Context: an optimization exercise on an open-source flow, tuned for small area, a short achievable clock period and few clock cycles. The choices shown serve that exercise and are no tape-out recipe.
In this exercise RTL edits were held to simulation tests only and were not proved equivalent to the original.

==> flow/design.v (outline; a module is shown in full before it is edited, if it fits) <==
// module zeta_rom: 139 lines
// module butterfly_unit: 828 lines
// module ntt_top: 237 lines
module ntt_top (
    input  logic        clk,
    input  logic        rst,
    input  logic        i_start,
    input  logic        i_mode,
    output logic        o_done,
    output logic        o_bram_a_we,
    output logic [7:0]  o_bram_a_addr,
    output logic [15:0] o_bram_a_wdata,
    output logic        o_bram_b_we,
    output logic [7:0]  o_bram_b_addr,
    output logic [15:0] o_bram_b_wdata,
    input  logic [15:0] i_bram_dout_a,
    input  logic [15:0] i_bram_dout_b
);
  // ...
==> flow/flow/run.sh <==
#!/bin/bash
# The standard layout, with the port buffers made of sky130_fd_sc_hd__buf_2
# cells instead of the resizer's default choice. Every port is still buffered.
set -euo pipefail
export BUFFER_PORTS_ARGS="-buffer_cell sky130_fd_sc_hd__buf_2"
bash standard.sh > standard.log 2>&1
==> flow/standard.sh <==
#!/bin/bash
# synth_recipe.tcl (not shown) runs the flow's synth.tcl, then flattens the netlist and writes it again
# the make line also repeats each setting of config.mk as NAME=value (left out here)
make -C /OpenROAD-flow-scripts/flow DESIGN_CONFIG=/design/flow/config.mk WORK_HOME=/design/flow/orfs CLKGATE_MAP_FILE= SYNTH_SCRIPT=/design/flow/synth_recipe.tcl "${@:-finish}"
==> flow/config.mk <==
export PLATFORM = sky130hd
export DESIGN_NAME = ntt_top
export DESIGN_NICKNAME = ntt_top
export VERILOG_FILES = /design/flow/design.v
export SDC_FILE = /design/flow/constraint.sdc
export NUM_CORES = 4
export LEC_CHECK = 0
export ABC_AREA = 1
export CAP_MARGIN = 20
export CORE_MARGIN = 2
export CORE_UTILIZATION = 45
export CTS_CLUSTER_DIAMETER = 100
export CTS_CLUSTER_SIZE = 30
export PLACE_DENSITY = 0.55
export SLEW_MARGIN = 20
==> flow/constraint.sdc <==
create_clock -name core_clock -period 13.5 [get_ports {clk}]
set_input_delay 2.7000 -clock core_clock [delete_from_list [all_inputs] [get_ports {clk}]]
set_output_delay 2.7000 -clock core_clock [all_outputs]
set_load 0.01 [all_outputs]
==> run summary, run 1 <==
* Pins Over Slew Limit at 0
* Met3 Use GR at 2.41%
* Clk buf depth at 3
* Reg with most FFs: u_bf.t13
* WP data arrival at 1100 ps
* Commonest non-fill, non-tap cell in the layout: nand2_1
* Compound-Gate Fraction of Synth Area at 12.1%
* Die width at about 230 um
* GR peak layer: met2
* Run status: complete, no violations
* Register area at a little over 7000 sq um
* Worst rel slew slack at 29.8%
* TritonRoute pass-1 iters at 5
* FMAX at 0.263 GHz
* Std-Cell Rows at 81
* Seq/total area at just over 30%
* CP startpoint: u_bf.o_r1[3]
* Global routing usage on met1 at ~34%
* Well Taps at 664
* R2R depth at 20
* Core Box Area at roughly 49000 sq um
* Hold Slack at 327 ps
* DRC viols at 0
* Worst-margin pin slew at 1050 ps
* Required time worst endpoint at 10800 ps
* Crit Path Max Fanout at 2
* Yosys top cell area share at around a quarter
* #FFs+latches synth at 336
* First-pass GRT wire length at 97.4 mm
* Uppermost layer routed: met4
* Synth top area cells: dfxtp_1 (26%), fa_1 (14%), nand2_1 (9.8%)
* DR WL/cell at 17.5 um
* Top delay family on crit path: flip-flops
* Critical-path top delay cell: dfxtp_1
* Synth Area in Simple Gates at between 15 and 20%
* Post-DR vias/cell at 5.18
* Most common cell in the netlist: nand2_1
* Final setup fails at 0
Testbench counts, summed over its fixed seeds: cycles 66,632.
==> module butterfly_unit, before the edit <==
module butterfly_unit (
    input  logic        clk,
    input  logic        i_inv,
    input  logic [11:0] i_u,
    input  logic [11:0] i_v,
    input  logic [11:0] i_z,
    output logic [11:0] o_r0,
    output logic [11:0] o_r1,
    output logic [11:0] o_n0,      
    output logic [11:0] o_n1       
);
    logic inv0, inv4;
    always_ff @(posedge clk) begin
        inv0 <= i_inv;
        inv4 <= inv0;
    end
    logic [12:0] x1, w1;
    logic [11:0] z1;
    always_ff @(posedge clk) begin
        x1 <= {1'b0, i_v} - {1'b0, i_u & {12{inv0}}};
        w1 <= {1'b0, i_u} + {1'b0, i_v & {12{inv0}}};
        z1 <= i_z;
    end
    logic [24:0] m_r0, m_r1;
    logic m_1;
    logic m_2;
    logic m_3;
    logic m_4;
    logic m_5;
    logic m_6;
    logic m_7;
    logic m_8;
    logic m_9;
    logic m_10;
    logic m_11;
    logic m_12;
    logic m_13;
    logic m_14;
    logic m_15;
    logic m_16;
    logic m_17;
    logic m_18;
    logic m_19;
    logic m_20;
    logic m_21;
    logic m_22;
    logic m_23;
    logic m_24;
    logic m_25;
    logic m_26;
    logic m_27;
    logic m_28;
    logic m_29;
    logic m_30;
    logic m_31;
    logic m_32;
    logic m_33;
    logic m_34;
    logic m_35;
    logic m_36;
    logic m_37;
    logic m_38;
    logic m_39;
    logic m_40;
    logic m_41;
    logic m_42;
    logic m_43;
    logic m_44;
    logic m_45;
    logic m_46;
    logic m_47;
    logic m_48;
    logic m_49;
    logic m_50;
    logic m_51;
    logic m_52;
    logic m_53;
    logic m_54;
    logic m_55;
    logic m_56;
    logic m_57;
    logic m_58;
    logic m_59;
    logic m_60;
    logic m_61;
    logic m_62;
    logic m_63;
    logic m_64;
    logic m_65;
    logic m_66;
    logic m_67;
    logic m_68;
    logic m_69;
    logic m_70;
    logic m_71;
    logic m_72;
    logic m_73;
    logic m_74;
    logic m_75;
    logic m_76;
    logic m_77;
    logic m_78;
    logic m_79;
    logic m_80;
    logic m_81;
    logic m_82;
    logic m_83;
    logic m_84;
    logic m_85;
    logic m_86;
    logic m_87;
    logic m_88;
    logic m_89;
    logic m_90;
    logic m_91;
    logic m_92;
    logic m_93;
    logic m_94;
    logic m_95;
    logic m_96;
    logic m_97;
    logic m_98;
    logic m_99;
    logic m_100;
    logic m_101;
    logic m_102;
    logic m_103;
    logic m_104;
    logic m_105;
    logic m_106;
    logic m_107;
    logic m_108;
    logic m_109;
    logic m_110;
    logic m_111;
    logic m_112;
    logic m_113;
    logic m_114;
    logic m_115;
    logic m_116;
    logic m_117;
    logic m_118;
    logic m_119;
    logic m_120;
    logic m_121;
    logic m_122;
    logic m_123;
    logic m_124;
    logic m_125;
    logic m_126;
    logic m_127;
    logic m_128;
    logic m_129;
    logic m_130;
    logic m_131;
    logic m_132;
    logic m_133;
    logic m_134;
    logic m_135;
    logic m_136;
    logic m_137;
    logic m_138;
    logic m_139;
    logic m_140;
    logic m_141;
    logic m_142;
    logic m_143;
    logic m_144;
    logic m_145;
    logic m_146;
    logic m_147;
    logic m_148;
    logic m_149;
    logic m_150;
    logic m_151;
    logic m_152;
    logic m_153;
    logic m_154;
    logic m_155;
    logic m_156;
    logic m_157;
    logic m_158;
    logic m_159;
    logic m_160;
    logic m_161;
    logic m_162;
    logic m_163;
    logic m_164;
    logic m_165;
    logic m_166;
    logic m_167;
    logic m_168;
    logic m_169;
    logic m_170;
    logic m_171;
    logic m_172;
    logic m_173;
    logic m_174;
    logic m_175;
    logic m_176;
    logic m_177;
    logic m_178;
    logic m_179;
    logic m_180;
    logic m_181;
    logic m_182;
    logic m_183;
    logic m_184;
    logic m_185;
    logic m_186;
    logic m_187;
    logic m_188;
    logic m_189;
    logic m_190;
    logic m_191;
    logic m_192;
    logic m_193;
    logic m_194;
    logic m_195;
    logic m_196;
    logic m_197;
    logic m_198;
    logic m_199;
    logic m_200;
    logic m_201;
    logic m_202;
    logic m_203;
    logic m_204;
    logic m_205;
    logic m_206;
    logic m_207;
    logic m_208;
    logic m_209;
    logic m_210;
    logic m_211;
    logic m_212;
    logic m_213;
    logic m_214;
    logic m_215;
    logic m_216;
    logic m_217;
    logic m_218;
    logic m_219;
    logic m_220;
    logic m_221;
    logic m_222;
    logic m_223;
    logic m_224;
    logic m_225;
    logic m_226;
    logic m_227;
    logic m_228;
    logic m_229;
    logic m_230;
    logic m_231;
    logic m_232;
    logic m_233;
    logic m_234;
    logic m_235;
    logic m_236;
    logic m_237;
    logic m_238;
    logic m_239;
    logic m_240;
    logic m_241;
    logic m_242;
    assign m_1 = (z1[0] & x1[9]) ^ (z1[1] & x1[8]);
    assign m_2 = (z1[0] & x1[9]) & (z1[1] & x1[8]);
    assign m_3 = (z1[0] & x1[10]) ^ (z1[1] & x1[9]) ^ (z1[2] & x1[8]);
    assign m_4 = ((z1[0] & x1[10]) & (z1[1] & x1[9])) | ((z1[0] & x1[10]) & (z1[2] & x1[8])) | ((z1[1] & x1[9]) & (z1[2] & x1[8]));
    assign m_5 = (z1[3] & x1[7]) ^ (z1[4] & x1[6]);
    assign m_6 = (z1[3] & x1[7]) & (z1[4] & x1[6]);
    assign m_7 = (z1[0] & x1[11]) ^ (z1[1] & x1[10]) ^ (z1[2] & x1[9]);
    assign m_8 = ((z1[0] & x1[11]) & (z1[1] & x1[10])) | ((z1[0] & x1[11]) & (z1[2] & x1[9])) | ((z1[1] & x1[10]) & (z1[2] & x1[9]));
    assign m_9 = (z1[3] & x1[8]) ^ (z1[4] & x1[7]) ^ (z1[5] & x1[6]);
    assign m_10 = ((z1[3] & x1[8]) & (z1[4] & x1[7])) | ((z1[3] & x1[8]) & (z1[5] & x1[6])) | ((z1[4] & x1[7]) & (z1[5] & x1[6]));
    assign m_11 = (z1[6] & x1[5]) ^ (z1[7] & x1[4]);
    assign m_12 = (z1[6] & x1[5]) & (z1[7] & x1[4]);
    assign m_13 = ~(z1[0] & x1[12]) ^ (z1[1] & x1[11]) ^ (z1[2] & x1[10]);
    assign m_14 = (~(z1[0] & x1[12]) & (z1[1] & x1[11])) | (~(z1[0] & x1[12]) & (z1[2] & x1[10])) | ((z1[1] & x1[11]) & (z1[2] & x1[10]));
    assign m_15 = (z1[3] & x1[9]) ^ (z1[4] & x1[8]) ^ (z1[5] & x1[7]);
    assign m_16 = ((z1[3] & x1[9]) & (z1[4] & x1[8])) | ((z1[3] & x1[9]) & (z1[5] & x1[7])) | ((z1[4] & x1[8]) & (z1[5] & x1[7]));
    assign m_17 = (z1[6] & x1[6]) ^ (z1[7] & x1[5]) ^ (z1[8] & x1[4]);
    assign m_18 = ((z1[6] & x1[6]) & (z1[7] & x1[5])) | ((z1[6] & x1[6]) & (z1[8] & x1[4])) | ((z1[7] & x1[5]) & (z1[8] & x1[4]));
    assign m_19 = (z1[9] & x1[3]) ^ (z1[10] & x1[2]);
    assign m_20 = (z1[9] & x1[3]) & (z1[10] & x1[2]);
    assign m_21 = ~(z1[1] & x1[12]) ^ (z1[2] & x1[11]) ^ (z1[3] & x1[10]);
    assign m_22 = (~(z1[1] & x1[12]) & (z1[2] & x1[11])) | (~(z1[1] & x1[12]) & (z1[3] & x1[10])) | ((z1[2] & x1[11]) & (z1[3] & x1[10]));
    assign m_23 = (z1[4] & x1[9]) ^ (z1[5] & x1[8]) ^ (z1[6] & x1[7]);
    assign m_24 = ((z1[4] & x1[9]) & (z1[5] & x1[8])) | ((z1[4] & x1[9]) & (z1[6] & x1[7])) | ((z1[5] & x1[8]) & (z1[6] & x1[7]));
    assign m_25 = (z1[7] & x1[6]) ^ (z1[8] & x1[5]) ^ (z1[9] & x1[4]);
    assign m_26 = ((z1[7] & x1[6]) & (z1[8] & x1[5])) | ((z1[7] & x1[6]) & (z1[9] & x1[4])) | ((z1[8] & x1[5]) & (z1[9] & x1[4]));
    assign m_27 = ~(z1[2] & x1[12]) ^ (z1[3] & x1[11]) ^ (z1[4] & x1[10]);
    assign m_28 = (~(z1[2] & x1[12]) & (z1[3] & x1[11])) | (~(z1[2] & x1[12]) & (z1[4] & x1[10])) | ((z1[3] & x1[11]) & (z1[4] & x1[10]));
    assign m_29 = (z1[5] & x1[9]) ^ (z1[6] & x1[8]) ^ (z1[7] & x1[7]);
    assign m_30 = ((z1[5] & x1[9]) & (z1[6] & x1[8])) | ((z1[5] & x1[9]) & (z1[7] & x1[7])) | ((z1[6] & x1[8]) & (z1[7] & x1[7]));
    assign m_31 = ~(z1[3] & x1[12]) ^ (z1[4] & x1[11]) ^ (z1[5] & x1[10]);
    assign m_32 = (~(z1[3] & x1[12]) & (z1[4] & x1[11])) | (~(z1[3] & x1[12]) & (z1[5] & x1[10])) | ((z1[4] & x1[11]) & (z1[5] & x1[10]));
    assign m_33 = (z1[0] & x1[6]) ^ (z1[1] & x1[5]);
    assign m_34 = (z1[0] & x1[6]) & (z1[1] & x1[5]);
    assign m_35 = (z1[0] & x1[7]) ^ (z1[1] & x1[6]) ^ (z1[2] & x1[5]);
    assign m_36 = ((z1[0] & x1[7]) & (z1[1] & x1[6])) | ((z1[0] & x1[7]) & (z1[2] & x1[5])) | ((z1[1] & x1[6]) & (z1[2] & x1[5]));
    assign m_37 = (z1[3] & x1[4]) ^ (z1[4] & x1[3]);
    assign m_38 = (z1[3] & x1[4]) & (z1[4] & x1[3]);
    assign m_39 = (z1[0] & x1[8]) ^ (z1[1] & x1[7]) ^ (z1[2] & x1[6]);
    assign m_40 = ((z1[0] & x1[8]) & (z1[1] & x1[7])) | ((z1[0] & x1[8]) & (z1[2] & x1[6])) | ((z1[1] & x1[7]) & (z1[2] & x1[6]));
    assign m_41 = (z1[3] & x1[5]) ^ (z1[4] & x1[4]) ^ (z1[5] & x1[3]);
    assign m_42 = ((z1[3] & x1[5]) & (z1[4] & x1[4])) | ((z1[3] & x1[5]) & (z1[5] & x1[3])) | ((z1[4] & x1[4]) & (z1[5] & x1[3]));
    assign m_43 = (z1[6] & x1[2]) ^ (z1[7] & x1[1]);
    assign m_44 = (z1[6] & x1[2]) & (z1[7] & x1[1]);
    assign m_45 = (z1[2] & x1[7]) ^ (z1[3] & x1[6]) ^ (z1[4] & x1[5]);
    assign m_46 = ((z1[2] & x1[7]) & (z1[3] & x1[6])) | ((z1[2] & x1[7]) & (z1[4] & x1[5])) | ((z1[3] & x1[6]) & (z1[4] & x1[5]));
    assign m_47 = (z1[5] & x1[4]) ^ (z1[6] & x1[3]) ^ (z1[7] & x1[2]);
    assign m_48 = ((z1[5] & x1[4]) & (z1[6] & x1[3])) | ((z1[5] & x1[4]) & (z1[7] & x1[2])) | ((z1[6] & x1[3]) & (z1[7] & x1[2]));
    assign m_49 = (z1[8] & x1[1]) ^ (z1[9] & x1[0]) ^ m_1;
    assign m_50 = ((z1[8] & x1[1]) & (z1[9] & x1[0])) | ((z1[8] & x1[1]) & m_1) | ((z1[9] & x1[0]) & m_1);
    assign m_51 = (z1[5] & x1[5]) ^ (z1[6] & x1[4]) ^ (z1[7] & x1[3]);
    assign m_52 = ((z1[5] & x1[5]) & (z1[6] & x1[4])) | ((z1[5] & x1[5]) & (z1[7] & x1[3])) | ((z1[6] & x1[4]) & (z1[7] & x1[3]));
    assign m_53 = (z1[8] & x1[2]) ^ (z1[9] & x1[1]) ^ (z1[10] & x1[0]);
    assign m_54 = ((z1[8] & x1[2]) & (z1[9] & x1[1])) | ((z1[8] & x1[2]) & (z1[10] & x1[0])) | ((z1[9] & x1[1]) & (z1[10] & x1[0]));
    assign m_55 = m_3 ^ m_5 ^ m_2;
    assign m_56 = (m_3 & m_5) | (m_3 & m_2) | (m_5 & m_2);
    assign m_57 = (z1[8] & x1[3]) ^ (z1[9] & x1[2]) ^ (z1[10] & x1[1]);
    assign m_58 = ((z1[8] & x1[3]) & (z1[9] & x1[2])) | ((z1[8] & x1[3]) & (z1[10] & x1[1])) | ((z1[9] & x1[2]) & (z1[10] & x1[1]));
    assign m_59 = (z1[11] & x1[0]) ^ m_7 ^ m_9;
    assign m_60 = ((z1[11] & x1[0]) & m_7) | ((z1[11] & x1[0]) & m_9) | (m_7 & m_9);
    assign m_61 = m_11 ^ m_4 ^ m_6;
    assign m_62 = (m_11 & m_4) | (m_11 & m_6) | (m_4 & m_6);
    assign m_63 = (z1[11] & x1[1]) ^ 1'b1 ^ m_13;
    assign m_64 = ((z1[11] & x1[1]) & 1'b1) | ((z1[11] & x1[1]) & m_13) | (1'b1 & m_13);
    assign m_65 = m_15 ^ m_17 ^ m_19;
    assign m_66 = (m_15 & m_17) | (m_15 & m_19) | (m_17 & m_19);
    assign m_67 = m_8 ^ m_10 ^ m_12;
    assign m_68 = (m_8 & m_10) | (m_8 & m_12) | (m_10 & m_12);
    assign m_69 = (z1[10] & x1[3]) ^ (z1[11] & x1[2]) ^ m_21;
    assign m_70 = ((z1[10] & x1[3]) & (z1[11] & x1[2])) | ((z1[10] & x1[3]) & m_21) | ((z1[11] & x1[2]) & m_21);
    assign m_71 = m_23 ^ m_25 ^ m_14;
    assign m_72 = (m_23 & m_25) | (m_23 & m_14) | (m_25 & m_14);
    assign m_73 = m_16 ^ m_18 ^ m_20;
    assign m_74 = (m_16 & m_18) | (m_16 & m_20) | (m_18 & m_20);
    assign m_75 = (z1[8] & x1[6]) ^ (z1[9] & x1[5]) ^ (z1[10] & x1[4]);
    assign m_76 = ((z1[8] & x1[6]) & (z1[9] & x1[5])) | ((z1[8] & x1[6]) & (z1[10] & x1[4])) | ((z1[9] & x1[5]) & (z1[10] & x1[4]));
    assign m_77 = (z1[11] & x1[3]) ^ m_27 ^ m_29;
    assign m_78 = ((z1[11] & x1[3]) & m_27) | ((z1[11] & x1[3]) & m_29) | (m_27 & m_29);
    assign m_79 = m_22 ^ m_24 ^ m_26;
    assign m_80 = (m_22 & m_24) | (m_22 & m_26) | (m_24 & m_26);
    assign m_81 = (z1[6] & x1[9]) ^ (z1[7] & x1[8]) ^ (z1[8] & x1[7]);
    assign m_82 = ((z1[6] & x1[9]) & (z1[7] & x1[8])) | ((z1[6] & x1[9]) & (z1[8] & x1[7])) | ((z1[7] & x1[8]) & (z1[8] & x1[7]));
    assign m_83 = (z1[9] & x1[6]) ^ (z1[10] & x1[5]) ^ (z1[11] & x1[4]);
    assign m_84 = ((z1[9] & x1[6]) & (z1[10] & x1[5])) | ((z1[9] & x1[6]) & (z1[11] & x1[4])) | ((z1[10] & x1[5]) & (z1[11] & x1[4]));
    assign m_85 = m_31 ^ m_28 ^ m_30;
    assign m_86 = (m_31 & m_28) | (m_31 & m_30) | (m_28 & m_30);
    assign m_87 = ~(z1[4] & x1[12]) ^ (z1[5] & x1[11]) ^ (z1[6] & x1[10]);
    assign m_88 = (~(z1[4] & x1[12]) & (z1[5] & x1[11])) | (~(z1[4] & x1[12]) & (z1[6] & x1[10])) | ((z1[5] & x1[11]) & (z1[6] & x1[10]));
    assign m_89 = (z1[7] & x1[9]) ^ (z1[8] & x1[8]) ^ (z1[9] & x1[7]);
    assign m_90 = ((z1[7] & x1[9]) & (z1[8] & x1[8])) | ((z1[7] & x1[9]) & (z1[9] & x1[7])) | ((z1[8] & x1[8]) & (z1[9] & x1[7]));
    assign m_91 = (z1[10] & x1[6]) ^ (z1[11] & x1[5]) ^ m_32;
    assign m_92 = ((z1[10] & x1[6]) & (z1[11] & x1[5])) | ((z1[10] & x1[6]) & m_32) | ((z1[11] & x1[5]) & m_32);
    assign m_93 = ~(z1[5] & x1[12]) ^ (z1[6] & x1[11]) ^ (z1[7] & x1[10]);
    assign m_94 = (~(z1[5] & x1[12]) & (z1[6] & x1[11])) | (~(z1[5] & x1[12]) & (z1[7] & x1[10])) | ((z1[6] & x1[11]) & (z1[7] & x1[10]));
    assign m_95 = (z1[8] & x1[9]) ^ (z1[9] & x1[8]) ^ (z1[10] & x1[7]);
    assign m_96 = ((z1[8] & x1[9]) & (z1[9] & x1[8])) | ((z1[8] & x1[9]) & (z1[10] & x1[7])) | ((z1[9] & x1[8]) & (z1[10] & x1[7]));
    assign m_97 = ~(z1[6] & x1[12]) ^ (z1[7] & x1[11]) ^ (z1[8] & x1[10]);
    assign m_98 = (~(z1[6] & x1[12]) & (z1[7] & x1[11])) | (~(z1[6] & x1[12]) & (z1[8] & x1[10])) | ((z1[7] & x1[11]) & (z1[8] & x1[10]));
    assign m_99 = (z1[0] & x1[4]) ^ (z1[1] & x1[3]);
    assign m_100 = (z1[0] & x1[4]) & (z1[1] & x1[3]);
    assign m_101 = (z1[0] & x1[5]) ^ (z1[1] & x1[4]) ^ (z1[2] & x1[3]);
    assign m_102 = ((z1[0] & x1[5]) & (z1[1] & x1[4])) | ((z1[0] & x1[5]) & (z1[2] & x1[3])) | ((z1[1] & x1[4]) & (z1[2] & x1[3]));
    assign m_103 = (z1[3] & x1[2]) ^ (z1[4] & x1[1]);
    assign m_104 = (z1[3] & x1[2]) & (z1[4] & x1[1]);
    assign m_105 = (z1[2] & x1[4]) ^ (z1[3] & x1[3]) ^ (z1[4] & x1[2]);
    assign m_106 = ((z1[2] & x1[4]) & (z1[3] & x1[3])) | ((z1[2] & x1[4]) & (z1[4] & x1[2])) | ((z1[3] & x1[3]) & (z1[4] & x1[2]));
    assign m_107 = (z1[5] & x1[1]) ^ (z1[6] & x1[0]) ^ m_33;
    assign m_108 = ((z1[5] & x1[1]) & (z1[6] & x1[0])) | ((z1[5] & x1[1]) & m_33) | ((z1[6] & x1[0]) & m_33);
    assign m_109 = (z1[5] & x1[2]) ^ (z1[6] & x1[1]) ^ (z1[7] & x1[0]);
    assign m_110 = ((z1[5] & x1[2]) & (z1[6] & x1[1])) | ((z1[5] & x1[2]) & (z1[7] & x1[0])) | ((z1[6] & x1[1]) & (z1[7] & x1[0]));
    assign m_111 = m_35 ^ m_37 ^ m_34;
    assign m_112 = (m_35 & m_37) | (m_35 & m_34) | (m_37 & m_34);
    assign m_113 = (z1[8] & x1[0]) ^ m_39 ^ m_41;
    assign m_114 = ((z1[8] & x1[0]) & m_39) | ((z1[8] & x1[0]) & m_41) | (m_39 & m_41);
    assign m_115 = m_43 ^ m_36 ^ m_38;
    assign m_116 = (m_43 & m_36) | (m_43 & m_38) | (m_36 & m_38);
    assign m_117 = m_45 ^ m_47 ^ m_49;
    assign m_118 = (m_45 & m_47) | (m_45 & m_49) | (m_47 & m_49);
    assign m_119 = m_40 ^ m_42 ^ m_44;
    assign m_120 = (m_40 & m_42) | (m_40 & m_44) | (m_42 & m_44);
    assign m_121 = m_51 ^ m_53 ^ m_55;
    assign m_122 = (m_51 & m_53) | (m_51 & m_55) | (m_53 & m_55);
    assign m_123 = m_46 ^ m_48 ^ m_50;
    assign m_124 = (m_46 & m_48) | (m_46 & m_50) | (m_48 & m_50);
    assign m_125 = m_57 ^ m_59 ^ m_61;
    assign m_126 = (m_57 & m_59) | (m_57 & m_61) | (m_59 & m_61);
    assign m_127 = m_52 ^ m_54 ^ m_56;
    assign m_128 = (m_52 & m_54) | (m_52 & m_56) | (m_54 & m_56);
    assign m_129 = m_63 ^ m_65 ^ m_67;
    assign m_130 = (m_63 & m_65) | (m_63 & m_67) | (m_65 & m_67);
    assign m_131 = m_58 ^ m_60 ^ m_62;
    assign m_132 = (m_58 & m_60) | (m_58 & m_62) | (m_60 & m_62);
    assign m_133 = m_69 ^ m_71 ^ m_73;
    assign m_134 = (m_69 & m_71) | (m_69 & m_73) | (m_71 & m_73);
    assign m_135 = m_64 ^ m_66 ^ m_68;
    assign m_136 = (m_64 & m_66) | (m_64 & m_68) | (m_66 & m_68);
    assign m_137 = m_75 ^ m_77 ^ m_79;
    assign m_138 = (m_75 & m_77) | (m_75 & m_79) | (m_77 & m_79);
    assign m_139 = m_70 ^ m_72 ^ m_74;
    assign m_140 = (m_70 & m_72) | (m_70 & m_74) | (m_72 & m_74);
    assign m_141 = m_81 ^ m_83 ^ m_85;
    assign m_142 = (m_81 & m_83) | (m_81 & m_85) | (m_83 & m_85);
    assign m_143 = m_76 ^ m_78 ^ m_80;
    assign m_144 = (m_76 & m_78) | (m_76 & m_80) | (m_78 & m_80);
    assign m_145 = m_87 ^ m_89 ^ m_91;
    assign m_146 = (m_87 & m_89) | (m_87 & m_91) | (m_89 & m_91);
    assign m_147 = m_82 ^ m_84 ^ m_86;
    assign m_148 = (m_82 & m_84) | (m_82 & m_86) | (m_84 & m_86);
    assign m_149 = (z1[11] & x1[6]) ^ m_93 ^ m_95;
    assign m_150 = ((z1[11] & x1[6]) & m_93) | ((z1[11] & x1[6]) & m_95) | (m_93 & m_95);
    assign m_151 = m_88 ^ m_90 ^ m_92;
    assign m_152 = (m_88 & m_90) | (m_88 & m_92) | (m_90 & m_92);
    assign m_153 = (z1[9] & x1[9]) ^ (z1[10] & x1[8]) ^ (z1[11] & x1[7]);
    assign m_154 = ((z1[9] & x1[9]) & (z1[10] & x1[8])) | ((z1[9] & x1[9]) & (z1[11] & x1[7])) | ((z1[10] & x1[8]) & (z1[11] & x1[7]));
    assign m_155 = m_97 ^ m_94 ^ m_96;
    assign m_156 = (m_97 & m_94) | (m_97 & m_96) | (m_94 & m_96);
    assign m_157 = ~(z1[7] & x1[12]) ^ (z1[8] & x1[11]) ^ (z1[9] & x1[10]);
    assign m_158 = (~(z1[7] & x1[12]) & (z1[8] & x1[11])) | (~(z1[7] & x1[12]) & (z1[9] & x1[10])) | ((z1[8] & x1[11]) & (z1[9] & x1[10]));
    assign m_159 = (z1[10] & x1[9]) ^ (z1[11] & x1[8]) ^ m_98;
    assign m_160 = ((z1[10] & x1[9]) & (z1[11] & x1[8])) | ((z1[10] & x1[9]) & m_98) | ((z1[11] & x1[8]) & m_98);
    assign m_161 = ~(z1[8] & x1[12]) ^ (z1[9] & x1[11]) ^ (z1[10] & x1[10]);
    assign m_162 = (~(z1[8] & x1[12]) & (z1[9] & x1[11])) | (~(z1[8] & x1[12]) & (z1[10] & x1[10])) | ((z1[9] & x1[11]) & (z1[10] & x1[10]));
    assign m_163 = (z1[0] & x1[3]) ^ (z1[1] & x1[2]);
    assign m_164 = (z1[0] & x1[3]) & (z1[1] & x1[2]);
    assign m_165 = (z1[2] & x1[2]) ^ (z1[3] & x1[1]) ^ (z1[4] & x1[0]);
    assign m_166 = ((z1[2] & x1[2]) & (z1[3] & x1[1])) | ((z1[2] & x1[2]) & (z1[4] & x1[0])) | ((z1[3] & x1[1]) & (z1[4] & x1[0]));
    assign m_167 = (z1[5] & x1[0]) ^ m_101 ^ m_103;
    assign m_168 = ((z1[5] & x1[0]) & m_101) | ((z1[5] & x1[0]) & m_103) | (m_101 & m_103);
    assign m_169 = m_105 ^ m_107 ^ m_102;
    assign m_170 = (m_105 & m_107) | (m_105 & m_102) | (m_107 & m_102);
    assign m_171 = m_109 ^ m_111 ^ m_106;
    assign m_172 = (m_109 & m_111) | (m_109 & m_106) | (m_111 & m_106);
    assign m_173 = m_113 ^ m_115 ^ m_110;
    assign m_174 = (m_113 & m_115) | (m_113 & m_110) | (m_115 & m_110);
    assign m_175 = m_117 ^ m_119 ^ m_114;
    assign m_176 = (m_117 & m_119) | (m_117 & m_114) | (m_119 & m_114);
    assign m_177 = m_121 ^ m_123 ^ m_118;
    assign m_178 = (m_121 & m_123) | (m_121 & m_118) | (m_123 & m_118);
    assign m_179 = m_125 ^ m_127 ^ m_122;
    assign m_180 = (m_125 & m_127) | (m_125 & m_122) | (m_127 & m_122);
    assign m_181 = m_129 ^ m_131 ^ m_126;
    assign m_182 = (m_129 & m_131) | (m_129 & m_126) | (m_131 & m_126);
    assign m_183 = m_133 ^ m_135 ^ m_130;
    assign m_184 = (m_133 & m_135) | (m_133 & m_130) | (m_135 & m_130);
    assign m_185 = m_137 ^ m_139 ^ m_134;
    assign m_186 = (m_137 & m_139) | (m_137 & m_134) | (m_139 & m_134);
    assign m_187 = m_141 ^ m_143 ^ m_138;
    assign m_188 = (m_141 & m_143) | (m_141 & m_138) | (m_143 & m_138);
    assign m_189 = m_145 ^ m_147 ^ m_142;
    assign m_190 = (m_145 & m_147) | (m_145 & m_142) | (m_147 & m_142);
    assign m_191 = m_149 ^ m_151 ^ m_146;
    assign m_192 = (m_149 & m_151) | (m_149 & m_146) | (m_151 & m_146);
    assign m_193 = m_153 ^ m_155 ^ m_150;
    assign m_194 = (m_153 & m_155) | (m_153 & m_150) | (m_155 & m_150);
    assign m_195 = m_157 ^ m_159 ^ m_154;
    assign m_196 = (m_157 & m_159) | (m_157 & m_154) | (m_159 & m_154);
    assign m_197 = (z1[11] & x1[9]) ^ m_161 ^ m_158;
    assign m_198 = ((z1[11] & x1[9]) & m_161) | ((z1[11] & x1[9]) & m_158) | (m_161 & m_158);
    assign m_199 = ~(z1[9] & x1[12]) ^ (z1[10] & x1[11]) ^ (z1[11] & x1[10]);
    assign m_200 = (~(z1[9] & x1[12]) & (z1[10] & x1[11])) | (~(z1[9] & x1[12]) & (z1[11] & x1[10])) | ((z1[10] & x1[11]) & (z1[11] & x1[10]));
    assign m_201 = (z1[0] & x1[2]) ^ (z1[1] & x1[1]);
    assign m_202 = (z1[0] & x1[2]) & (z1[1] & x1[1]);
    assign m_203 = (z1[2] & x1[1]) ^ (z1[3] & x1[0]) ^ m_163;
    assign m_204 = ((z1[2] & x1[1]) & (z1[3] & x1[0])) | ((z1[2] & x1[1]) & m_163) | ((z1[3] & x1[0]) & m_163);
    assign m_205 = m_99 ^ m_165 ^ m_164;
    assign m_206 = (m_99 & m_165) | (m_99 & m_164) | (m_165 & m_164);
    assign m_207 = m_100 ^ m_167 ^ m_166;
    assign m_208 = (m_100 & m_167) | (m_100 & m_166) | (m_167 & m_166);
    assign m_209 = m_104 ^ m_169 ^ m_168;
    assign m_210 = (m_104 & m_169) | (m_104 & m_168) | (m_169 & m_168);
    assign m_211 = m_108 ^ m_171 ^ m_170;
    assign m_212 = (m_108 & m_171) | (m_108 & m_170) | (m_171 & m_170);
    assign m_213 = m_112 ^ m_173 ^ m_172;
    assign m_214 = (m_112 & m_173) | (m_112 & m_172) | (m_173 & m_172);
    assign m_215 = m_116 ^ m_175 ^ m_174;
    assign m_216 = (m_116 & m_175) | (m_116 & m_174) | (m_175 & m_174);
    assign m_217 = m_120 ^ m_177 ^ m_176;
    assign m_218 = (m_120 & m_177) | (m_120 & m_176) | (m_177 & m_176);
    assign m_219 = m_124 ^ m_179 ^ m_178;
    assign m_220 = (m_124 & m_179) | (m_124 & m_178) | (m_179 & m_178);
    assign m_221 = m_128 ^ m_181 ^ m_180;
    assign m_222 = (m_128 & m_181) | (m_128 & m_180) | (m_181 & m_180);
    assign m_223 = m_132 ^ m_183 ^ m_182;
    assign m_224 = (m_132 & m_183) | (m_132 & m_182) | (m_183 & m_182);
    assign m_225 = m_136 ^ m_185 ^ m_184;
    assign m_226 = (m_136 & m_185) | (m_136 & m_184) | (m_185 & m_184);
    assign m_227 = m_140 ^ m_187 ^ m_186;
    assign m_228 = (m_140 & m_187) | (m_140 & m_186) | (m_187 & m_186);
    assign m_229 = m_144 ^ m_189 ^ m_188;
    assign m_230 = (m_144 & m_189) | (m_144 & m_188) | (m_189 & m_188);
    assign m_231 = m_148 ^ m_191 ^ m_190;
    assign m_232 = (m_148 & m_191) | (m_148 & m_190) | (m_191 & m_190);
    assign m_233 = m_152 ^ m_193 ^ m_192;
    assign m_234 = (m_152 & m_193) | (m_152 & m_192) | (m_193 & m_192);
    assign m_235 = m_156 ^ m_195 ^ m_194;
    assign m_236 = (m_156 & m_195) | (m_156 & m_194) | (m_195 & m_194);
    assign m_237 = m_160 ^ m_197 ^ m_196;
    assign m_238 = (m_160 & m_197) | (m_160 & m_196) | (m_197 & m_196);
    assign m_239 = m_162 ^ m_199 ^ m_198;
    assign m_240 = (m_162 & m_199) | (m_162 & m_198) | (m_199 & m_198);
    assign m_241 = ~(z1[10] & x1[12]) ^ (z1[11] & x1[11]) ^ m_200;
    assign m_242 = (~(z1[10] & x1[12]) & (z1[11] & x1[11])) | (~(z1[10] & x1[12]) & m_200) | ((z1[11] & x1[11]) & m_200);
    assign m_r0 = {1'b1, ~(z1[11] & x1[12]), m_241, m_239, m_237, m_235, m_233, m_231, m_229, m_227, m_225, m_223, m_221, m_219, m_217, m_215, m_213, m_211, m_209, m_207, m_205, m_203, (z1[2] & x1[0]), (z1[0] & x1[1]), (z1[0] & x1[0])};
    assign m_r1 = {1'b0, m_242, m_240, m_238, m_236, m_234, m_232, m_230, m_228, m_226, m_224, m_222, m_220, m_218, m_216, m_214, m_212, m_210, m_208, m_206, m_204, m_202, m_201, (z1[1] & x1[0]), 1'b0};
    logic [8:0]  lo_c;
    assign lo_c = {1'b0, m_r0[7:0]} + {1'b0, m_r1[7:0]};
    logic [7:0]  plo2n;      
    logic        c82;
    logic [16:0] sh2, ch2;
    logic [12:0] w2;
    always_ff @(posedge clk) begin
        plo2n <= ~lo_c[7:0];
        c82  <= lo_c[8];
        sh2  <= m_r0[24:8];
        ch2  <= m_r1[24:8];
        w2   <= w1;
    end
    logic [16:0] a_r0, a_r1;
    logic a_1;
    logic a_2;
    logic a_3;
    logic a_4;
    logic a_5;
    logic a_6;
    logic a_7;
    logic a_8;
    logic a_9;
    logic a_10;
    logic a_11;
    logic a_12;
    logic a_13;
    logic a_14;
    logic a_15;
    logic a_16;
    logic a_17;
    logic a_18;
    logic a_19;
    logic a_20;
    logic a_21;
    logic a_22;
    logic a_23;
    logic a_24;
    logic a_25;
    logic a_26;
    logic a_27;
    logic a_28;
    logic a_29;
    logic a_30;
    logic a_31;
    logic a_32;
    logic a_33;
    logic a_34;
    logic a_35;
    logic a_36;
    logic a_37;
    logic a_38;
    logic a_39;
    logic a_40;
    logic a_41;
    logic a_42;
    logic a_43;
    logic a_44;
    logic a_45;
    logic a_46;
    logic a_47;
    logic a_48;
    logic a_49;
    logic a_50;
    logic a_51;
    logic a_52;
    logic a_53;
    logic a_54;
    logic a_55;
    logic a_56;
    logic a_57;
    logic a_58;
    logic a_59;
    logic a_60;
    logic a_61;
    logic a_62;
    logic a_63;
    logic a_64;
    logic a_65;
    logic a_66;
    logic a_67;
    logic a_68;
    logic a_69;
    logic a_70;
    logic a_71;
    logic a_72;
    logic a_73;
    logic a_74;
    logic a_75;
    logic a_76;
    logic a_77;
    logic a_78;
    logic a_79;
    logic a_80;
    logic a_81;
    logic a_82;
    logic a_83;
    logic a_84;
    logic a_85;
    logic a_86;
    logic a_87;
    logic a_88;
    logic a_89;
    logic a_90;
    assign a_1 = sh2[0] ^ ch2[0];
    assign a_2 = sh2[0] & ch2[0];
    assign a_3 = sh2[1] ^ ch2[1];
    assign a_4 = sh2[1] & ch2[1];
    assign a_5 = sh2[2] ^ ch2[2];
    assign a_6 = sh2[2] & ch2[2];
    assign a_7 = sh2[3] ^ ch2[3] ^ plo2n[0];
    assign a_8 = (sh2[3] & ch2[3]) | (sh2[3] & plo2n[0]) | (ch2[3] & plo2n[0]);
    assign a_9 = plo2n[1] ^ plo2n[3];
    assign a_10 = plo2n[1] & plo2n[3];
    assign a_11 = sh2[4] ^ ch2[4] ^ plo2n[1];
    assign a_12 = (sh2[4] & ch2[4]) | (sh2[4] & plo2n[1]) | (ch2[4] & plo2n[1]);
    assign a_13 = plo2n[2] ^ plo2n[4] ^ 1'b1;
    assign a_14 = (plo2n[2] & plo2n[4]) | (plo2n[2] & 1'b1) | (plo2n[4] & 1'b1);
    assign a_15 = sh2[5] ^ ch2[5] ^ plo2n[2];
    assign a_16 = (sh2[5] & ch2[5]) | (sh2[5] & plo2n[2]) | (ch2[5] & plo2n[2]);
    assign a_17 = plo2n[3] ^ plo2n[5];
    assign a_18 = plo2n[3] & plo2n[5];
    assign a_19 = sh2[6] ^ ch2[6] ^ plo2n[3];
    assign a_20 = (sh2[6] & ch2[6]) | (sh2[6] & plo2n[3]) | (ch2[6] & plo2n[3]);
    assign a_21 = plo2n[4] ^ plo2n[6];
    assign a_22 = plo2n[4] & plo2n[6];
    assign a_23 = sh2[7] ^ ch2[7] ^ plo2n[4];
    assign a_24 = (sh2[7] & ch2[7]) | (sh2[7] & plo2n[4]) | (ch2[7] & plo2n[4]);
    assign a_25 = plo2n[5] ^ plo2n[7];
    assign a_26 = plo2n[5] & plo2n[7];
    assign a_27 = sh2[8] ^ ch2[8] ^ plo2n[5];
    assign a_28 = (sh2[8] & ch2[8]) | (sh2[8] & plo2n[5]) | (ch2[8] & plo2n[5]);
    assign a_29 = plo2n[6] ^ 1'b1;
    assign a_30 = plo2n[6] & 1'b1;
    assign a_31 = sh2[9] ^ ch2[9] ^ plo2n[6];
    assign a_32 = (sh2[9] & ch2[9]) | (sh2[9] & plo2n[6]) | (ch2[9] & plo2n[6]);
    assign a_33 = c82 ^ plo2n[0];
    assign a_34 = c82 & plo2n[0];
    assign a_35 = plo2n[1] ^ 1'b1 ^ a_3;
    assign a_36 = (plo2n[1] & 1'b1) | (plo2n[1] & a_3) | (1'b1 & a_3);
    assign a_37 = plo2n[0] ^ plo2n[2] ^ a_5;
    assign a_38 = (plo2n[0] & plo2n[2]) | (plo2n[0] & a_5) | (plo2n[2] & a_5);
    assign a_39 = 1'b1 ^ a_7 ^ a_9;
    assign a_40 = (1'b1 & a_7) | (1'b1 & a_9) | (a_7 & a_9);
    assign a_41 = a_11 ^ a_13 ^ a_8;
    assign a_42 = (a_11 & a_13) | (a_11 & a_8) | (a_13 & a_8);
    assign a_43 = a_15 ^ a_17 ^ a_12;
    assign a_44 = (a_15 & a_17) | (a_15 & a_12) | (a_17 & a_12);
    assign a_45 = a_19 ^ a_21 ^ a_16;
    assign a_46 = (a_19 & a_21) | (a_19 & a_16) | (a_21 & a_16);
    assign a_47 = a_23 ^ a_25 ^ a_20;
    assign a_48 = (a_23 & a_25) | (a_23 & a_20) | (a_25 & a_20);
    assign a_49 = a_27 ^ a_29 ^ a_24;
    assign a_50 = (a_27 & a_29) | (a_27 & a_24) | (a_29 & a_24);
    assign a_51 = plo2n[7] ^ a_31 ^ a_28;
    assign a_52 = (plo2n[7] & a_31) | (plo2n[7] & a_28) | (a_31 & a_28);
    assign a_53 = sh2[10] ^ ch2[10] ^ plo2n[7];
    assign a_54 = (sh2[10] & ch2[10]) | (sh2[10] & plo2n[7]) | (ch2[10] & plo2n[7]);
    assign a_55 = sh2[11] ^ ch2[11];
    assign a_56 = sh2[11] & ch2[11];
    assign a_57 = 1'b1 ^ a_1;
    assign a_58 = 1'b1 & a_1;
    assign a_59 = a_2 ^ a_35 ^ a_34;
    assign a_60 = (a_2 & a_35) | (a_2 & a_34) | (a_35 & a_34);
    assign a_61 = a_4 ^ a_37 ^ a_36;
    assign a_62 = (a_4 & a_37) | (a_4 & a_36) | (a_37 & a_36);
    assign a_63 = a_6 ^ a_39 ^ a_38;
    assign a_64 = (a_6 & a_39) | (a_6 & a_38) | (a_39 & a_38);
    assign a_65 = a_10 ^ a_41 ^ a_40;
    assign a_66 = (a_10 & a_41) | (a_10 & a_40) | (a_41 & a_40);
    assign a_67 = a_14 ^ a_43 ^ a_42;
    assign a_68 = (a_14 & a_43) | (a_14 & a_42) | (a_43 & a_42);
    assign a_69 = a_18 ^ a_45 ^ a_44;
    assign a_70 = (a_18 & a_45) | (a_18 & a_44) | (a_45 & a_44);
    assign a_71 = a_22 ^ a_47 ^ a_46;
    assign a_72 = (a_22 & a_47) | (a_22 & a_46) | (a_47 & a_46);
    assign a_73 = a_26 ^ a_49 ^ a_48;
    assign a_74 = (a_26 & a_49) | (a_26 & a_48) | (a_49 & a_48);
    assign a_75 = a_30 ^ a_51 ^ a_50;
    assign a_76 = (a_30 & a_51) | (a_30 & a_50) | (a_51 & a_50);
    assign a_77 = a_32 ^ a_53 ^ a_52;
    assign a_78 = (a_32 & a_53) | (a_32 & a_52) | (a_53 & a_52);
    assign a_79 = 1'b1 ^ a_55 ^ a_54;
    assign a_80 = (1'b1 & a_55) | (1'b1 & a_54) | (a_55 & a_54);
    assign a_81 = sh2[12] ^ ch2[12] ^ a_56;
    assign a_82 = (sh2[12] & ch2[12]) | (sh2[12] & a_56) | (ch2[12] & a_56);
    assign a_83 = sh2[13] ^ ch2[13] ^ 1'b1;
    assign a_84 = (sh2[13] & ch2[13]) | (sh2[13] & 1'b1) | (ch2[13] & 1'b1);
    assign a_85 = sh2[14] ^ ch2[14];
    assign a_86 = sh2[14] & ch2[14];
    assign a_87 = sh2[15] ^ ch2[15] ^ 1'b1;
    assign a_88 = (sh2[15] & ch2[15]) | (sh2[15] & 1'b1) | (ch2[15] & 1'b1);
    assign a_89 = sh2[16] ^ ch2[16];
    assign a_90 = sh2[16] & ch2[16];
    assign a_r0 = {a_89, a_87, a_85, a_83, a_81, a_79, a_77, a_75, a_73, a_71, a_69, a_67, a_65, a_63, a_61, a_59, a_33};
    assign a_r1 = {a_88, a_86, a_84, a_82, a_80, a_78, a_76, a_74, a_72, a_70, a_68, a_66, a_64, a_62, a_60, a_58, a_57};
    logic [8:0]  t1_lo, t1_h0, t1_h1;
    logic [9:0]  t1_h1w;
    assign t1_lo  = {1'b0, a_r0[7:0]} + {1'b0, a_r1[7:0]};
    assign t1_h0  = a_r0[16:8] + a_r1[16:8];
    assign t1_h1w = {a_r0[16:8], 1'b1} + {a_r1[16:8], 1'b1};
    assign t1_h1  = t1_h1w[9:1];
    logic [16:0] t13;        
    logic [12:0] w3;
    always_ff @(posedge clk) begin
        t13 <= {t1_lo[8] ? t1_h1 : t1_h0, ~t1_lo[7:0]};
        w3  <= w2;
    end
    logic [11:0] b_r0, b_r1;
    logic b_1;
    logic b_2;
    logic b_3;
    logic b_4;
    logic b_5;
    logic b_6;
    logic b_7;
    logic b_8;
    logic b_9;
    logic b_10;
    logic b_11;
    logic b_12;
    logic b_13;
    logic b_14;
    logic b_15;
    logic b_16;
    logic b_17;
    logic b_18;
    logic b_19;
    logic b_20;
    logic b_21;
    logic b_22;
    logic b_23;
    logic b_24;
    logic b_25;
    logic b_26;
    logic b_27;
    logic b_28;
    logic b_29;
    logic b_30;
    logic b_31;
    logic b_32;
    logic b_33;
    logic b_34;
    logic b_35;
    logic b_36;
    logic b_37;
    logic b_38;
    logic b_39;
    logic b_40;
    logic b_41;
    logic b_42;
    assign b_1 = t13[11] ^ t13[0];
    assign b_2 = t13[11] & t13[0];
    assign b_3 = t13[12] ^ t13[1];
    assign b_4 = t13[12] & t13[1];
    assign b_5 = t13[13] ^ t13[2];
    assign b_6 = t13[13] & t13[2];
    assign b_7 = t13[14] ^ t13[3];
    assign b_8 = t13[14] & t13[3];
    assign b_9 = t13[15] ^ t13[4];
    assign b_10 = t13[15] & t13[4];
    assign b_11 = t13[10] ^ t13[0];
    assign b_12 = t13[10] & t13[0];
    assign b_13 = t13[1] ^ t13[3] ^ 1'b1;
    assign b_14 = (t13[1] & t13[3]) | (t13[1] & 1'b1) | (t13[3] & 1'b1);
    assign b_15 = t13[2] ^ t13[4] ^ b_3;
    assign b_16 = (t13[2] & t13[4]) | (t13[2] & b_3) | (t13[4] & b_3);
    assign b_17 = t13[3] ^ t13[5] ^ b_5;
    assign b_18 = (t13[3] & t13[5]) | (t13[3] & b_5) | (t13[5] & b_5);
    assign b_19 = t13[4] ^ t13[6] ^ b_7;
    assign b_20 = (t13[4] & t13[6]) | (t13[4] & b_7) | (t13[6] & b_7);
    assign b_21 = t13[5] ^ t13[7] ^ b_9;
    assign b_22 = (t13[5] & t13[7]) | (t13[5] & b_9) | (t13[7] & b_9);
    assign b_23 = t13[16] ^ t13[5] ^ t13[6];
    assign b_24 = (t13[16] & t13[5]) | (t13[16] & t13[6]) | (t13[5] & t13[6]);
    assign b_25 = t13[9] ^ t13[1];
    assign b_26 = t13[9] & t13[1];
    assign b_27 = t13[2] ^ 1'b1 ^ b_11;
    assign b_28 = (t13[2] & 1'b1) | (t13[2] & b_11) | (1'b1 & b_11);
    assign b_29 = b_1 ^ b_13 ^ b_12;
    assign b_30 = (b_1 & b_13) | (b_1 & b_12) | (b_13 & b_12);
    assign b_31 = b_2 ^ b_15 ^ b_14;
    assign b_32 = (b_2 & b_15) | (b_2 & b_14) | (b_15 & b_14);
    assign b_33 = b_4 ^ b_17 ^ b_16;
    assign b_34 = (b_4 & b_17) | (b_4 & b_16) | (b_17 & b_16);
    assign b_35 = b_6 ^ b_19 ^ b_18;
    assign b_36 = (b_6 & b_19) | (b_6 & b_18) | (b_19 & b_18);
    assign b_37 = b_8 ^ b_21 ^ b_20;
    assign b_38 = (b_8 & b_21) | (b_8 & b_20) | (b_21 & b_20);
    assign b_39 = b_10 ^ b_23 ^ b_22;
    assign b_40 = (b_10 & b_23) | (b_10 & b_22) | (b_23 & b_22);
    assign b_41 = t13[6] ^ t13[7] ^ b_24;
    assign b_42 = (t13[6] & t13[7]) | (t13[6] & b_24) | (t13[7] & b_24);
    assign b_r0 = {1'b0, t13[7], b_41, b_39, b_37, b_35, b_33, b_31, b_29, b_27, 1'b1, t13[8]};
    assign b_r1 = {1'b0, b_42, b_40, b_38, b_36, b_34, b_32, b_30, b_28, b_26, b_25, t13[0]};
    logic [11:0] t4;
    logic [12:0] w4;
    always_ff @(posedge clk) begin
        t4 <= b_r0 + b_r1;
        w4 <= w3;
    end
    logic [13:0] y05, y15;
    always_ff @(posedge clk) begin
        y05 <= {1'b0, w4} + {2'b00, t4 & {12{~inv4}}};
        y15 <= inv4 ? {2'b00, t4} : ({1'b0, w4} + 14'd6658 - {2'b00, t4});
    end
    function automatic logic [11:0] mod3q(input logic [13:0] y);
        logic [11:0] k;
        k = (y >= 14'd6658) ? 12'(6658) : ((y >= 14'd3329) ? 12'd3329 : 12'd0);
        mod3q = y[11:0] - k;
    endfunction
    assign o_n0 = mod3q(y05);
    assign o_n1 = mod3q(y15);
    always_ff @(posedge clk) begin
        o_r0 <= o_n0;
        o_r1 <= o_n1;
    end
endmodule
==> module ntt_top, before the edit <==
module ntt_top (
    input  logic        clk,
    input  logic        rst,
    input  logic        i_start,
    input  logic        i_mode,
    output logic        o_done,
    output logic        o_bram_a_we,
    output logic [7:0]  o_bram_a_addr,
    output logic [15:0] o_bram_a_wdata,
    output logic        o_bram_b_we,
    output logic [7:0]  o_bram_b_addr,
    output logic [15:0] o_bram_b_wdata,
    input  logic [15:0] i_bram_dout_a,
    input  logic [15:0] i_bram_dout_b
);
    localparam int D        = 6;
    localparam int LAG_L2   = D + 5;        
    localparam int LAG_WR2  = 2 * D + 5;    
    localparam int LAG_WR1  = D + 3;        
    localparam int T_LAST   = 1022 + LAG_WR2;
    logic        busy;
    logic        mode_q;
    logic [10:0] c;        
    logic        done_q;
    function automatic logic [23:0] grp_addr(input logic inv, input logic [1:0] p,
                                             input logic [6:0] g);
        logic [7:0] base, fb, sb;
        base = '0; fb = '0; sb = '0;
        if (!inv) begin
            case (p)
                2'd0: begin base = {1'b0, g};               fb = 8'h80; sb = 8'h80; end
                2'd1: begin base = {g[5], 2'b00, g[4:0]};   fb = 8'h40; sb = 8'h20; end
                2'd2: begin base = {g[5:3], 2'b00, g[2:0]}; fb = 8'h10; sb = 8'h08; end
                default: begin base = {g[5:1], 2'b00, g[0]}; fb = 8'h04; sb = 8'h02; end
            endcase
        end else begin
            case (p)
                2'd0: begin base = {g[6:1], 1'b0, g[0]};    fb = 8'h02; sb = 8'h02; end
                2'd1: begin base = {g[5:2], 2'b00, g[1:0]}; fb = 8'h04; sb = 8'h08; end
                2'd2: begin base = {g[5:4], 2'b00, g[3:0]}; fb = 8'h10; sb = 8'h20; end
                default: begin base = {2'b00, g[5:0]};      fb = 8'h40; sb = 8'h80; end
            endcase
        end
        grp_addr = {base, fb, sb};
    endfunction
    logic        start;
    assign start = !busy && i_start;
    always_ff @(posedge clk or posedge rst) begin
        if (rst) begin
            busy   <= 1'b0;
            done_q <= 1'b0;
        end else begin
            done_q <= 1'b0;
            if (start) begin
                busy   <= 1'b1;
            end else if (busy && c == 11'(T_LAST + 1)) begin
                busy   <= 1'b0;
                done_q <= 1'b1;
            end
        end
    end
    always_ff @(posedge clk) begin
        if (start) begin
            mode_q <= i_mode;
            c      <= 11'd1;
        end else if (busy) begin
            c      <= c + 11'd1;
        end
    end
    assign o_done = done_q;
    logic [10:0] cn, uw1, uw2, acn;
    logic        wr1_n, wr2_n, rdn_n, rd_n;
    assign cn    = c + 11'd1;
    assign uw1   = cn - 11'(LAG_WR1);
    assign uw2   = cn - 11'(LAG_WR2);
    assign rdn_n = !cn[0];
    assign rd_n  = !c[0];
    assign wr1_n = cn[0] && (uw1[10:8] == 3'd0);
    assign wr2_n = cn[0] && (uw2[10:8] != 3'd0) && !uw2[10];
    assign acn   = rdn_n ? cn : (uw1[10:8] == 3'd0 ? uw1 : uw2);
    logic       pre_rd, pre_sw, pre_we;
    logic [8:0] pre_ac;
    always_ff @(posedge clk or posedge rst) begin
        if (rst) begin
            pre_we <= 1'b0;
        end else begin
            pre_we <= busy && (wr1_n || wr2_n);
        end
    end
    always_ff @(posedge clk) begin
        pre_rd <= rdn_n;
        pre_sw <= wr1_n;
        pre_ac <= acn[9:1];
    end
    logic [23:0] ga;
    logic [7:0]  base, fb, sb, hb, n_addr_a, n_addr_b;
    logic        sel;
    always_comb begin
        ga   = grp_addr(mode_q, pre_ac[8:7], (pre_ac[8:7] == 2'd0) ? pre_ac[6:0] : {1'b0, pre_ac[6:1]});
        base = ga[23:16];
        fb   = ga[15:8];
        sb   = ga[7:0];
        sel  = (pre_ac[8:7] != 2'd0) && pre_ac[0];
        hb   = sel ? (pre_rd ? sb : fb) : 8'h00;
        if (!busy) begin
            n_addr_a = 8'd0;
            n_addr_b = i_mode ? 8'd2 : 8'd128;
        end else begin
            n_addr_a = base | hb;
            n_addr_b = base | hb | (pre_rd ? fb : sb);
        end
    end
    logic       we_q;
    logic [7:0] addr_a_q, addr_b_q;
    always_ff @(posedge clk or posedge rst) begin
        if (rst) begin
            we_q <= 1'b0;
        end else begin
            we_q <= pre_we && busy;
        end
    end
    always_ff @(posedge clk) begin
        addr_a_q <= n_addr_a;
        addr_b_q <= n_addr_b;
    end
    logic [11:0] bf_r0, bf_r1, bf_n0, bf_n1;
    logic [11:0] h1_0, h1_1, h2;
    logic [11:0] op_u, op_v;
    logic [6:0]  zi_q;
    logic [11:0] zrom;
    logic [10:0] cs1;
    logic        sgl_q, l2b_q, l1_q;
    assign cs1    = c - 11'd2;      
    logic [8:0]  zc9_n, zc9_q;
    logic [8:0]  zc9_m1, zc9_m5;
    assign zc9_m1 = c[9:1] - 9'd1;
    assign zc9_m5 = c[9:1] - 9'((LAG_L2 - 1) / 2);
    assign zc9_n  = c[0] ? c[9:1] : ((cs1[10:8] == 3'd0) ? zc9_m1 : zc9_m5);
    always_ff @(posedge clk) begin
        zc9_q <= zc9_n;
    end
    logic cap_q, hp_q, hpe_q, hqe_q;
    logic [10:0] uh, uh7;
    assign uh  = c - 11'd8;
    assign uh7 = c - 11'd7;
    always_ff @(posedge clk) begin
        begin
            l1_q  <= c[0];
            sgl_q <= busy && (cs1[10:8] == 3'd0);
            l2b_q <= busy && (cs1[10:8] != 3'd0) && cs1[1];
            cap_q <= busy && c[0] && (c < 11'd256);
            hp_q  <= busy && !c[0] && (uh[9:8] != 2'd0) && !uh[10] && !uh[1];
            hpe_q <= busy && c[0] && (uh7[9:8] != 2'd0) && !uh7[10] && !uh7[1];
            hqe_q <= busy && c[0] && (uh7[9:8] != 2'd0) && !uh7[10] && uh7[1];
        end
    end
    always_ff @(posedge clk) begin
        if (l1_q) begin
            op_u <= i_bram_dout_a[11:0];
            op_v <= i_bram_dout_b[11:0];
        end else begin
            op_u <= l2b_q ? h1_1 : h1_0;
            op_v <= (sgl_q || l2b_q) ? h2 : h3;
        end
    end
    logic [11:0] h3;
    always_ff @(posedge clk) begin
        if (cap_q) begin
            h1_0 <= i_bram_dout_a[11:0];
        end else if (hpe_q) begin
            h1_0 <= bf_n0;
        end
        if (hp_q) begin
            h1_1 <= bf_r1;
        end
        if (cap_q) begin
            h2 <= i_bram_dout_b[11:0];
        end else if (hqe_q) begin
            h2 <= bf_n1;
        end
        if (hqe_q) begin
            h3 <= bf_n0;
        end
    end
    logic [6:0]  zi_n;
    logic [5:0]  gg;
    logic        qb;
    always_comb begin
        gg = zc9_q[6:1];
        qb = zc9_q[0];
        if (l1_q || sgl_q) begin
            case ({mode_q, zc9_q[8:7]})
                3'b000: zi_n = 7'd1;
                3'b001: zi_n = {5'b00001, gg[5]};
                3'b010: zi_n = {3'b001, gg[5:3]};
                3'b011: zi_n = {1'b1, gg[5:1]};
                3'b100: zi_n = {1'b1, ~gg[5:0]};
                3'b101: zi_n = {2'b01, ~gg[5:2], ~qb};
                3'b110: zi_n = {4'b0001, ~gg[5:4], ~qb};
                default: zi_n = {5'b00001, ~qb};
            endcase
        end else begin
            case ({mode_q, zc9_q[8:7]})
                3'b001: zi_n = {4'b0001, gg[5], qb};
                3'b010: zi_n = {2'b01, gg[5:3], qb};
                3'b011: zi_n = {gg[5:1], qb} | 7'h40;
                3'b101: zi_n = {3'b001, ~gg[5:2]};
                3'b110: zi_n = {5'b00001, ~gg[5:4]};
                default: zi_n = 7'd1;
            endcase
        end
    end
    always_ff @(posedge clk) begin
        zi_q <= zi_n;
    end
    zeta_rom u_rom (
        .i_k (zi_q),
        .o_z (zrom)
    );
    butterfly_unit u_bf (
        .clk   (clk),
        .i_inv (mode_q),
        .i_u   (op_u),
        .i_v   (op_v),
        .i_z   (zrom),
        .o_r0  (bf_r0),
        .o_r1  (bf_r1),
        .o_n0  (bf_n0),
        .o_n1  (bf_n1)
    );
    assign o_bram_a_we    = we_q;
    assign o_bram_b_we    = we_q;
    assign o_bram_a_addr  = addr_a_q;
    assign o_bram_b_addr  = addr_b_q;
    assign o_bram_a_wdata = {4'b0000, bf_r0};
    assign o_bram_b_wdata = {4'b0000, bf_r1};
endmodule
==> run 2, diff against run 1 <==
--- a/flow/design.v
+++ b/flow/design.v
@@ -149,9 +149,7 @@
     input  logic [11:0] i_v,
     input  logic [11:0] i_z,
     output logic [11:0] o_r0,
-    output logic [11:0] o_r1,
-    output logic [11:0] o_n0,      
-    output logic [11:0] o_n1       
+    output logic [11:0] o_r1
 );
     logic inv0, inv4;
     always_ff @(posedge clk) begin
@@ -963,11 +961,9 @@
         k = (y >= 14'd6658) ? 12'(6658) : ((y >= 14'd3329) ? 12'd3329 : 12'd0);
         mod3q = y[11:0] - k;
     endfunction
-    assign o_n0 = mod3q(y05);
-    assign o_n1 = mod3q(y15);
     always_ff @(posedge clk) begin
-        o_r0 <= o_n0;
-        o_r1 <= o_n1;
+        o_r0 <= mod3q(y05);
+        o_r1 <= mod3q(y15);
     end
 endmodule
 `timescale 1ns/1ps
@@ -1096,7 +1092,7 @@
         addr_a_q <= n_addr_a;
         addr_b_q <= n_addr_b;
     end
-    logic [11:0] bf_r0, bf_r1, bf_n0, bf_n1;
+    logic [11:0] bf_r0, bf_r1;
     logic [11:0] h1_0, h1_1, h2;
     logic [11:0] op_u, op_v;
     logic [6:0]  zi_q;
@@ -1112,10 +1108,9 @@
     always_ff @(posedge clk) begin
         zc9_q <= zc9_n;
     end
-    logic cap_q, hp_q, hpe_q, hqe_q;
-    logic [10:0] uh, uh7;
-    assign uh  = c - 11'd8;
-    assign uh7 = c - 11'd7;
+    logic cap_q, hp_q, hq_q;
+    logic [10:0] uh;
+    assign uh = c - 11'd8;
     always_ff @(posedge clk) begin
         begin
             l1_q  <= c[0];
@@ -1123,8 +1118,7 @@
             l2b_q <= busy && (cs1[10:8] != 3'd0) && cs1[1];
             cap_q <= busy && c[0] && (c < 11'd256);
             hp_q  <= busy && !c[0] && (uh[9:8] != 2'd0) && !uh[10] && !uh[1];
-            hpe_q <= busy && c[0] && (uh7[9:8] != 2'd0) && !uh7[10] && !uh7[1];
-            hqe_q <= busy && c[0] && (uh7[9:8] != 2'd0) && !uh7[10] && uh7[1];
+            hq_q  <= busy && !c[0] && (uh[9:8] != 2'd0) && !uh[10] && uh[1];
         end
     end
     always_ff @(posedge clk) begin
@@ -1133,26 +1127,22 @@
             op_v <= i_bram_dout_b[11:0];
         end else begin
             op_u <= l2b_q ? h1_1 : h1_0;
-            op_v <= (sgl_q || l2b_q) ? h2 : h3;
+            op_v <= (sgl_q || l2b_q) ? h2 : bf_r0;
         end
     end
-    logic [11:0] h3;
     always_ff @(posedge clk) begin
         if (cap_q) begin
             h1_0 <= i_bram_dout_a[11:0];
-        end else if (hpe_q) begin
-            h1_0 <= bf_n0;
+        end else if (hp_q) begin
+            h1_0 <= bf_r0;
         end
         if (hp_q) begin
             h1_1 <= bf_r1;
         end
         if (cap_q) begin
             h2 <= i_bram_dout_b[11:0];
-        end else if (hqe_q) begin
-            h2 <= bf_n1;
-        end
-        if (hqe_q) begin
-            h3 <= bf_n0;
+        end else if (hq_q) begin
+            h2 <= bf_r1;
         end
     end
     logic [6:0]  zi_n;
@@ -1197,9 +1187,7 @@
         .i_v   (op_v),
         .i_z   (zrom),
         .o_r0  (bf_r0),
-        .o_r1  (bf_r1),
-        .o_n0  (bf_n0),
-        .o_n1  (bf_n1)
+        .o_r1  (bf_r1)
     );
     assign o_bram_a_we    = we_q;
     assign o_bram_b_we    = we_q;
--- a/flow/config.mk
+++ b/flow/config.mk
@@ -9,7 +9,5 @@
 export CAP_MARGIN = 20
 export CORE_MARGIN = 2
 export CORE_UTILIZATION = 45
-export CTS_CLUSTER_DIAMETER = 100
-export CTS_CLUSTER_SIZE = 30
 export PLACE_DENSITY = 0.55
 export SLEW_MARGIN = 20
==> run summary, run 2 <==
* Run status: complete, no violations
* Setup bufs post-CTS at 0
* Clock latency (worst-skew pair) at 560 ps
* Fin crit share at between 20 and 30%
* Reg with most FFs: u_bf.t13
* Worst-margin pin slew at 960 ps (-88.7 ps)
* NumNets Final at roughly 3100
* Hold path startpoint: u_bf.w3[10]
* Via count at 17700
* Largest net degree at the start of global routing at between 40 and 50
* Post-DR vias/cell at 5.17 (-0.20%)
* Gr ovfl total at 0
* Core Box Area at 47700 sq um (-2.3%)
* Die height at roughly 220 um
* Syn. warnings at 3
* Max reg flops at 17
* Final setup margin at 9590 ps
* Clk buf depth at 3 (unchanged)
* Max-Cap Viols at 0
* Max incr delay on CP at 470 ps
* Worst rel slew slack at 35.6% (+5.8 points)
* Std-Cell Rows at 80 (-1.2%)
* Antenna violations before repair at 1
* DP Worst Slack at 9630 ps
* H-Tree Depth at 2
* Area grow syn2layout at 9.40%
* Gpl congestion at 0.909
* Antenna cell count at 0
* Synth top area cells: dfxtp_1 (26%), fa_1 (14%), nand2_1 (10%)
* CTS tree: done
* Hold Buf Count CTS at 0
* Number of I/O pins at a little under 90
* FMAX at 0.256 GHz (-2.8%)
* R2R depth at 16 (-20%)
* DRC viols at 0 (unchanged)
* IO buf count at 70
* Final WL at 58.5 mm
* Hold WC Path Type: flip-flop to flip-flop
* First-pass GRT wire length at 93.5 mm (-4.1%)
* Final core utilization at 49.8%
* Top delay family on crit path: flip-flops
* Critical-path top delay cell: dfxtp_1
* Crit path cell chain: buf_2
* RSZ-0062 raised after global routing: no
* Final setup fails at 0 (unchanged)
* Crit Path Max Fanout at 3 (+1)
* Required time worst endpoint at 10800 ps (about the same)
* Pins Over Slew Limit at 0 (unchanged)
* Layout cell share with drive strength beyond 1 at 6.67%
* Die width at 224 um (-1.0%)
* Syn Inst Count at roughly 2800
* Clk slew on worst S/H paths at 60 ps
* TritonRoute pass-1 iters at 5 (unchanged)
* CTS Root Cell: clkbuf_16
* Hold path depth at 0
* CP endpoint kind: primary output
* #FFs+latches synth at 323 (-3.9%)
* Iter 0 DRT Violations at 1155
* Final Skew at between 15 and 20 ps
* Highest-count cells in the layout ignoring fill and taps: nand2_1 (586), inv_1 (525), dfxtp_1 (281)
* Largest area contributor in the netlist: dfxtp_1
* Number of fill cells at 4697
* WP data arrival at 1210 ps (+110 ps)
* Synth unique cells at 56
* Worst r2r dst: u_bf.t13[14]
* Hold endpoint: u_bf.w4[10]
* Vias in the first global route at 17700
* FFs w/ async S/R, synth at 1.24%
* Commonest non-fill, non-tap cell in the layout: nand2_1
* Synth cell count leaders: nand2_1 (586), inv_1 (525), dfxtp_1 (282)
* Final Hold Viols at 0
* Die area at 50100 sq um
* Setup TNS at 0 ps
* Worst r2r src: u_bf.ch2[5]
* Top flop regs: u_bf.t13: 17 flops, u_bf.ch2: 16 flops, u_bf.sh2: 16 flops
* DR WL/cell at 17.1 um (-2.4%)
* Startpoint Class: flip-flop
* Post-DRT Antenna Nets at 0
* HPWL Detailed at about 45 mm
* Cell Area, Synth at around 22000 sq um
* Post-synth EDFFs at 37
* Total global-route track usage at about a quarter
* Prevailing post-synth register cell: dfxtp_1
* FF-to-FF setup slack at 9640 ps
* Most common cell in the netlist: nand2_1
* Syn Area/Cell at 7.90 sq um
* Final Critical Period at 3910 ps
* Worst path bufs/invs at 1
* Sequential share of the synthesized area at 31.5%
* Setup Crit Path Kind: flip-flop to primary output
* Clock sinks at 323
* Yosys top cell area share at 26.0% (+0.43 points)
* Num CTS Buffers at 38
* Post-cts gate resize count at 0
* Starting Density at 45.5%
-- run 2: final cells by class --
type,instances,area (sq um),share of cell area (%)
multi-input combinational,1804,12500,52.5
sequential,323,6860,28.8
inverter,535,2010,8.44
clock buffer,52,1070,4.52
tap,615,769,3.24
timing repair buffer,76,395,1.66
clock inverter,15,179,0.752
-- run 2: worst max path at each step --
stage	start	endpoint	slack [ps]	cells after the start
5_1_grt	u_bf.plo2n[2]	u_bf.t13[14]	9340	16
3_3_place_gp	u_bf.ch2[5]	u_bf.t13[14]	9650	16
3_5_place_dp	u_bf.plo2n[2]	u_bf.t13[14]	9630	16
2_1_floorplan	u_bf.z1[0]	u_bf.plo2n[7]	10070	11
6_report	u_bf.o_r0[8]	o_bram_a_wdata[8]	9590	1
4_1_cts	u_bf.o_r0[5]	o_bram_a_wdata[5]	9560	1
-- run 2: logic make-up (layout without fill, tap and decap cells) --
group | after synthesis | after routing | share of synthesized area [%]
mux | 3 | 3 | 0.155
buf+inv | 630 | 678 | 11.1
compound gates | 441 | 441 | 11.8
simple gates | 943 | 943 | 18.1
other cells | 1 | 8 | 0.0173
flops | 323 | 323 | 31.5
fa+ha+maj | 315 | 315 | 23.6
xor+xnor | 94 | 94 | 3.79
-- run 2: metrics by stage --
stage	cell area, sq um	hold WS [ps]	cells
finish	23800	319	3420
global route	23800	330	3420
CTS	23800	324	3420
detailed placement	22500	312	3353
global placement	22500	312	3353
floorplan	21800	310	2757
-- run 2: per-layer routing --
metal	track usage, %	wire length [um]	part of all wire (%)	vias up
met2	40.0	27700	47	435
met1	30.7	26500	45	8449
met3	3.42	2430	4.2	118
li1	-	-	-	8689
met5	0	0	0	-
met4	8.19	1900	3.3	0
Testbench counts of run 2, summed over its fixed seeds: cycles 66,632.

## what the ideal ports hide
No port has a modelled driver above. Below, the same layouts with a new extraction and two added sets of constraints. Step 1 assumes that a clkbuf_16 drives the clock port and a buf_2 every other input. Step 2 also shifts input and output timing later by t, the mid clock arrival at the registers, as if the neighbouring blocks saw the same clock. a / b / c = no drivers / after step 1 / after step 2; a / b = the first two.
| run | t, ns | setup slack, ns | latest minus earliest clock arrival (ns) |
|---|---|---|---|
| run 1 | 0.587 | 9.698 / 9.641 / 9.643 | 0.044 / 0.045 |
| run 2 | 0.611 | 9.587 / 9.529 / 9.639 | 0.018 / 0.019 |
After both steps every run listed still meets setup and hold. The setup slack of run 1, which loses most, moves by -0.057 ns with the drivers and by -0.055 ns with both steps.
